Context: an optimization exercise on an open-source flow, tuned for small area. The choices shown serve that exercise and are no tape-out recipe.
Function was checked by simulation only, so behaviour that the tests miss may differ from the original.
No activity file was given, so power comes from the tool's default toggle rates.

[config.mk]
export PLATFORM = sky130hd
export DESIGN_NAME = branch_target_predictor
export DESIGN_NICKNAME = branch_target_predictor
export VERILOG_FILES = /design/flow/design.v
export SDC_FILE = /design/flow/constraint.sdc
export NUM_CORES = 4
export LEC_CHECK = 0
export CAP_MARGIN = 20
export CORE_MARGIN = 2
export CORE_UTILIZATION = 40
export SLEW_MARGIN = 20
[constraint.sdc]
create_clock -name core_clock -period 6.5 [get_ports {clk_i}]
set_input_delay 1.3000 -clock core_clock [delete_from_list [all_inputs] [get_ports {clk_i}]]
set_output_delay 1.3000 -clock core_clock [all_outputs]
set_load 0.01 [all_outputs]
[design.v]
module branch_target_predictor #(
  parameter int ADDR_W  = 32,
  parameter int ENTRIES = 16,
  parameter int IDX_W   = 4,
  parameter int CNT_W   = 2
) (
  input  logic              clk_i,
  input  logic              rst_n,
  input  logic [ADDR_W-1:0] lookup_pc_i,
  output logic              pred_hit_o,
  output logic              pred_taken_o,
  output logic [ADDR_W-1:0] pred_target_o,
  input  logic              upd_valid_i,
  input  logic [ADDR_W-1:0] upd_pc_i,
  input  logic              upd_taken_i,
  input  logic [ADDR_W-1:0] upd_target_i,
  input  logic              upd_pred_taken_i,
  input  logic [ADDR_W-1:0] upd_pred_target_i,
  input  logic              flush_all_i,
  output logic              mispredict_o,
  output logic [ADDR_W-1:0] redirect_pc_o
);
  localparam int TAG_W = ADDR_W - IDX_W - 2;
  localparam logic [CNT_W-1:0] CNT_MAX  = '1;
  localparam logic [CNT_W-1:0] CNT_WEAK = CNT_W'(1) << (CNT_W - 1);
  logic              valid_q  [ENTRIES];
  logic [TAG_W-1:0]  tag_q    [ENTRIES];
  logic [ADDR_W-1:0] target_q [ENTRIES];
  logic [CNT_W-1:0]  cnt_q    [ENTRIES];
  logic [IDX_W-1:0]  l_idx, u_idx;
  logic [TAG_W-1:0]  l_tag, u_tag;
  logic              u_hit;
  logic              mispredict_d;
  assign l_idx         = lookup_pc_i[IDX_W+1:2];
  assign l_tag         = lookup_pc_i[ADDR_W-1:IDX_W+2];
  assign pred_hit_o    = valid_q[l_idx] && (tag_q[l_idx] == l_tag);
  assign pred_taken_o  = pred_hit_o && cnt_q[l_idx][CNT_W-1];
  assign pred_target_o = pred_taken_o ? target_q[l_idx] : lookup_pc_i + ADDR_W'(4);
  assign u_idx = upd_pc_i[IDX_W+1:2];
  assign u_tag = upd_pc_i[ADDR_W-1:IDX_W+2];
  assign u_hit = valid_q[u_idx] && (tag_q[u_idx] == u_tag);
  assign mispredict_d = upd_valid_i &&
                        ((upd_taken_i != upd_pred_taken_i) ||
                         (upd_taken_i && (upd_target_i != upd_pred_target_i)));
  always_ff @(posedge clk_i or negedge rst_n) begin
    if (!rst_n) begin
      for (int i = 0; i < ENTRIES; i++) begin
        valid_q[i]  <= 1'b0;
        tag_q[i]    <= '0;
        target_q[i] <= '0;
        cnt_q[i]    <= '0;
      end
    end else if (flush_all_i) begin
      for (int i = 0; i < ENTRIES; i++) valid_q[i] <= 1'b0;
    end else if (upd_valid_i) begin
      if (u_hit) begin
        if (upd_taken_i) begin
          target_q[u_idx] <= upd_target_i;
          if (cnt_q[u_idx] != CNT_MAX) cnt_q[u_idx] <= cnt_q[u_idx] + CNT_W'(1);
        end else if (cnt_q[u_idx] != '0) begin
          cnt_q[u_idx] <= cnt_q[u_idx] - CNT_W'(1);
        end
      end else if (upd_taken_i) begin
        valid_q[u_idx]  <= 1'b1;
        tag_q[u_idx]    <= u_tag;
        target_q[u_idx] <= upd_target_i;
        cnt_q[u_idx]    <= CNT_WEAK;
      end
    end
  end
  always_ff @(posedge clk_i or negedge rst_n) begin
    if (!rst_n) begin
      mispredict_o  <= 1'b0;
      redirect_pc_o <= '0;
    end else begin
      mispredict_o <= mispredict_d;
      if (upd_valid_i)
        redirect_pc_o <= upd_taken_i ? upd_target_i : upd_pc_i + ADDR_W'(4);
    end
  end
endmodule
[run.sh]
#!/bin/bash
# synth_recipe.tcl (not shown) runs the flow's synth.tcl, then flattens the netlist and writes it again
# the make line also repeats each setting of config.mk as NAME=value (left out here)
make -C /OpenROAD-flow-scripts/flow DESIGN_CONFIG=/design/flow/config.mk WORK_HOME=/design/flow/orfs CLKGATE_MAP_FILE= SYNTH_SCRIPT=/design/flow/synth_recipe.tcl finish
==> metrics.md <==
| Metric | Value |
|---|---|
| Status | finished clean |
| Critical path, cell by cell | dlymetal6s2s_1 -> buf_6 -> ha_4 -> buf_6 -> nor3_1 -> buf_4 -> nand2_4 -> buf_4 -> buf_4 -> o21ai_0 -> xor2_1 -> nand2_1 -> nor4_2 -> nand4_1 -> buf_6 -> bufbuf_16 -> mux2i_1 -> clkdlybuf4s15_2 |
| Total gr overflow | 0 |
| Slew Viols, Final | 0 |
| DRT antenna net count | 0 |
| Register share of total power | 45.5% |
| Yosys warns | 5 |
| Fin crit share | 97.1% |
| Row cnt | 131 |
| RSZ-0062 raised after global routing | no |
| Placer congestion estimate | 1.05 |
| Fin nets | 4738 |
| Reg area | between 20000 and 30000 sq um |
| Clock transition at the registers of the reported paths | roughly 60 ps |
| Fillers | approximately 11000 |
| Slew headroom | about a quarter |
| Sw Share | 28.4% |
| Largest family of logic cells by synthesized area | multiplexers |
| Int Power | 12.2 mW |
| Initial antenna violation count | 14 |
| Ant. Diodes | 0 |
| Met2 routed WL | 94900 um |
| Final hold vios | 0 |
| Number of global-route vias before repair | 41009 |
| Drt drc | 0 |
| CTS H-Tree Depth | 3 |
| Clk_skew | slightly below 50 ps |
| Mux cell area share after synthesis | about a quarter |
| Hold Buf Count CTS | 0 |
| Die width | 362 um |
| Hold path cells | 1 |
| Die H | 362 um |
| Predominant post-synthesis flop cell | dfrtp_1 |
| Fraction of the mapped netlist area in compound gates | 13.5% |
| DR WL/cell | 34.5 um |
| Static Leak | between 20 and 30 nW |
| Post-synth EDFFs | 0 |
| Logic gate share of total power | between 10% and 20% |
| Post-synth top area cell | dfrtp_1 |
| Final period demand of the worst path | 6310 ps |
| Seq/Total Area, Yosys | 49.3% |
| Worst-case reg-to-reg path depth | 13 |
| Clock Latency Late Sink | 760 ps |
| Clk sinks | 1009 |
| Clk root buf | clkbuf_16 |
| Max layer used | met5 |
| Synth top area share | 49.3% |
| CP delay by family, top | buffers and inverters |
| Worst Path Arrival | 5010 ps |
| Adder-cell share of the synthesized area | 0.196% |
| Worst-path fanout max | 8 |
| Die ar. | 131000 sq um |
| Met3 wire length | 23200 um |
| Critical path startpoint category | input port |
| Router iterations before antenna repair | 10 |
| WS Path Type | in -> out |
| Via count | 41744 |
| Worst-Margin Slew | about 1100 ps |
| Synth area leaders | dfrtp_1, mux2_2, a22oi_1, clkbuf_1, mux2i_1 |
| Max-cap violations | 0 |
| Clk pwr share | ~39% |
| Async SR Flop Fraction | 100% |
| Initial Utilization | between 40% and 50% |
| DR vias/cell | 6.58 |
| DPL Wire Length | 146000 um |
| CTS Buf Count | 109 |
| Met1 wire length | roughly 90000 um |
| Simple-gate share of the synthesized area | 6.70% |
| FF+latch count, synth | 1009 |
| DRT iter0 DRCs | 5971 |
| Fmax | 158 MHz |
| Syn Nets | 4445 |
| Final setup violating endpoints | 0 |
| Fraction of layout cells with a size suffix above 1 | between 30% and 40% |
| IO Pins | 201 |
| Largest net degree at the start of global routing | 181 |
| TritonCTS clock tree | built |
| PwrDens | around 280 nW/um^2 |
| DP Area | around 58000 sq um |
| Cell variety after synth | 84 |
| NetSw | 4.81 mW |
| Required time of the critical path | approximately 5200 ps |
| Syn Inst Count | between 4000 and 5000 |
| Max VDD drop | 0.211 mV |
| Final Cell Area | 61600 sq um |
| Setup TNS | 0 ps |
| Synth-to-layout area growth | 20.4% |
| CTS max path bufs | 3 |
| CORE AREA | 127000 sq um |
| Crit-path slowest cell | o21ai_0 |
| Hold crit path type | reg -> reg |
| Commonest non-fill, non-tap cell in the layout | dfrtp_1 |
| Multi-input combinational cell area | 24200 sq um |
| Worst Setup End Kind | output pin |
| Post-Synth XOR/XNOR Area | under 10% |
| Commonest cells after routing, fill and taps aside | dfrtp_1, mux2_2, buf_4, a22oi_1, clkdlybuf4s50_1 |
| Pwr Total | 17.0 mW |
| CP bufs+invs | 9 |
| Crit path depth | 18 |
| Final WL | 219000 um |
| Avg Inst Size Synth | ~12 sq um |
| GRT Util Overall | 32.8% |
| First-pass GRT wire length | ~310000 um |
| Buffers on Ports | 200 |
| Mapped Area | around 51000 sq um |
| Worst path max stage delay | 370 ps |
[state kept, by name, summed over array words and instances (netlist names)]
name	count
target_q	512
tag_q	416
cnt_q	32
redirect_pc_o	32
valid_q	16
mispredict_o	1
[final cells by class]
| class | instances | area share (%) |
|---|---|---|
| clock buffers | 151 | 5.11 |
| clock inverters | 43 | 0.997 |
| inverters | 44 | 0.268 |
| multi-input cells | 2807 | 39.2 |
| flip-flops and latches | 1009 | 41.0 |
| well taps | 1662 | 3.37 |
| repair buffers | 625 | 10.1 |
[per-layer routing]
metal	global-route usage, %	vias up
li1	-	16825
met4	16.5	16
met3	8.81	670
met1	43.9	21639
met2	49.1	2594
met5	0	-
[cell usage after synthesis (all sizes together), types with 13 or more instances]
master,instances
nor3,29
a221oi,104
a311oi,16
a211oi,13
and3,34
o21ai,109
mux2,1003
o211ai,13
nand2,165
nor2b,14
a22o,71
nor2,115
xor2,61
a31oi,30
a21oi,95
o22ai,56
nand4,62
o2bb2ai,17
dfrtp,1009
buf,162
xnor2,53
nand3,132
nor4,19
mux2i,97
a22oi,256
clkbuf,281
inv,44
a222oi,53
[cells by family (layout without fill, tap and decap cells)]
logic type | after synthesis | after routing
fa+ha+maj | 8 | 8
xor+xnor | 114 | 114
mux | 1104 | 1104
buf+inv | 487 | 863
simple gates | 650 | 650
compound gates | 931 | 931
flops | 1009 | 1009
[power by group through the flow]
stage	Clock [mW]	Combinational [mW]	Sequential, mW
finish	6.58	2.66	7.73
global route	6.91	2.81	7.80
CTS	6.65	2.62	7.69
detailed placement	0	2.60	7.80
global placement	0	2.56	7.78
floorplan	0	1.49	7.57
[final timing paths]
path                                             start                           to  slack, ps
setup / recovery                        lookup_pc_i[2]            pred_target_o[26]        190
hold / removal             target_q[0][28]$_DFFE_PN0P_  target_q[0][28]$_DFFE_PN0P_        500
setup reg to reg             tag_q[11][18]$_DFFE_PN0P_     tag_q[2][13]$_DFFE_PN0P_       2170
hold reg to reg            target_q[0][28]$_DFFE_PN0P_  target_q[0][28]$_DFFE_PN0P_        500
max in group asynchronous                        rst_n  target_q[0][18]$_DFFE_PN0P_       4300
min in group asynchronous                        rst_n     tag_q[14][1]$_DFFE_PN0P_        620
[stage by stage]
| stage | cells | hold WS (ps) | worst slack [ps] | util [%] |
|---|---|---|---|---|
| after floorplan | 4303 | 474 | 757 | - |
| after global placement | 6133 | 482 | -645 | 45.2 |
| after detailed placement | 6133 | 488 | -644 | 45.2 |
| after CTS | 6340 | 502 | -90.1 | 48.4 |
| after global routing | 6341 | 514 | 63.6 | 48.4 |
| final | 6341 | 500 | 187 | 48.4 |
[worst register-to-register path, cell delays in order (launching register included)]
cell,delay (ps)
dfrtp_1,410
a22o_1,250
a221o_1,340
a2111oi_1,530
buf_4,240
nor3_1,70
or4_4,600
nor4_4,380
buf_4,180
nand4_2,110
buf_12,230
nand3_2,240
buf_12,240
mux2_2,370
[repair_timing]
item                                    CTS  global route
endpoints found under the setup margin   34            34
gates cloned                              2             0
resized for setup                       112            14
buffers inserted                         11             0
pin swaps                                 7             8

-- re-timing with driven ports --
In the flow no input, the clock included, has a driving cell. The finished layout below was timed again as built, in two steps. Step 1, drivers: a clkbuf_16 drives clk_i and a buf_2 each remaining input, both assumed. Step 2 times the ports against the registers' clock, not the clock port: input delays grow and output delays shrink by t, the midpoint of the rising clock arrivals with the driver on. Slacks: ideal / step 1 / step 2; pairs: ideal / step 1.
t, ns: 0.820
setup slack, ns: 0.187 / 0.140 / -0.134
worst setup path after step 2: input to register
clock arrival spread, ns: 0.051 / 0.051
worst register clock-pin slew, ns: 0.07 / 0.07
With both steps, setup timing fails in this run, where it was met with ideal ports. For this run, drivers alone change the setup slack by -0.047 ns; drivers and shift together by -0.321 ns.
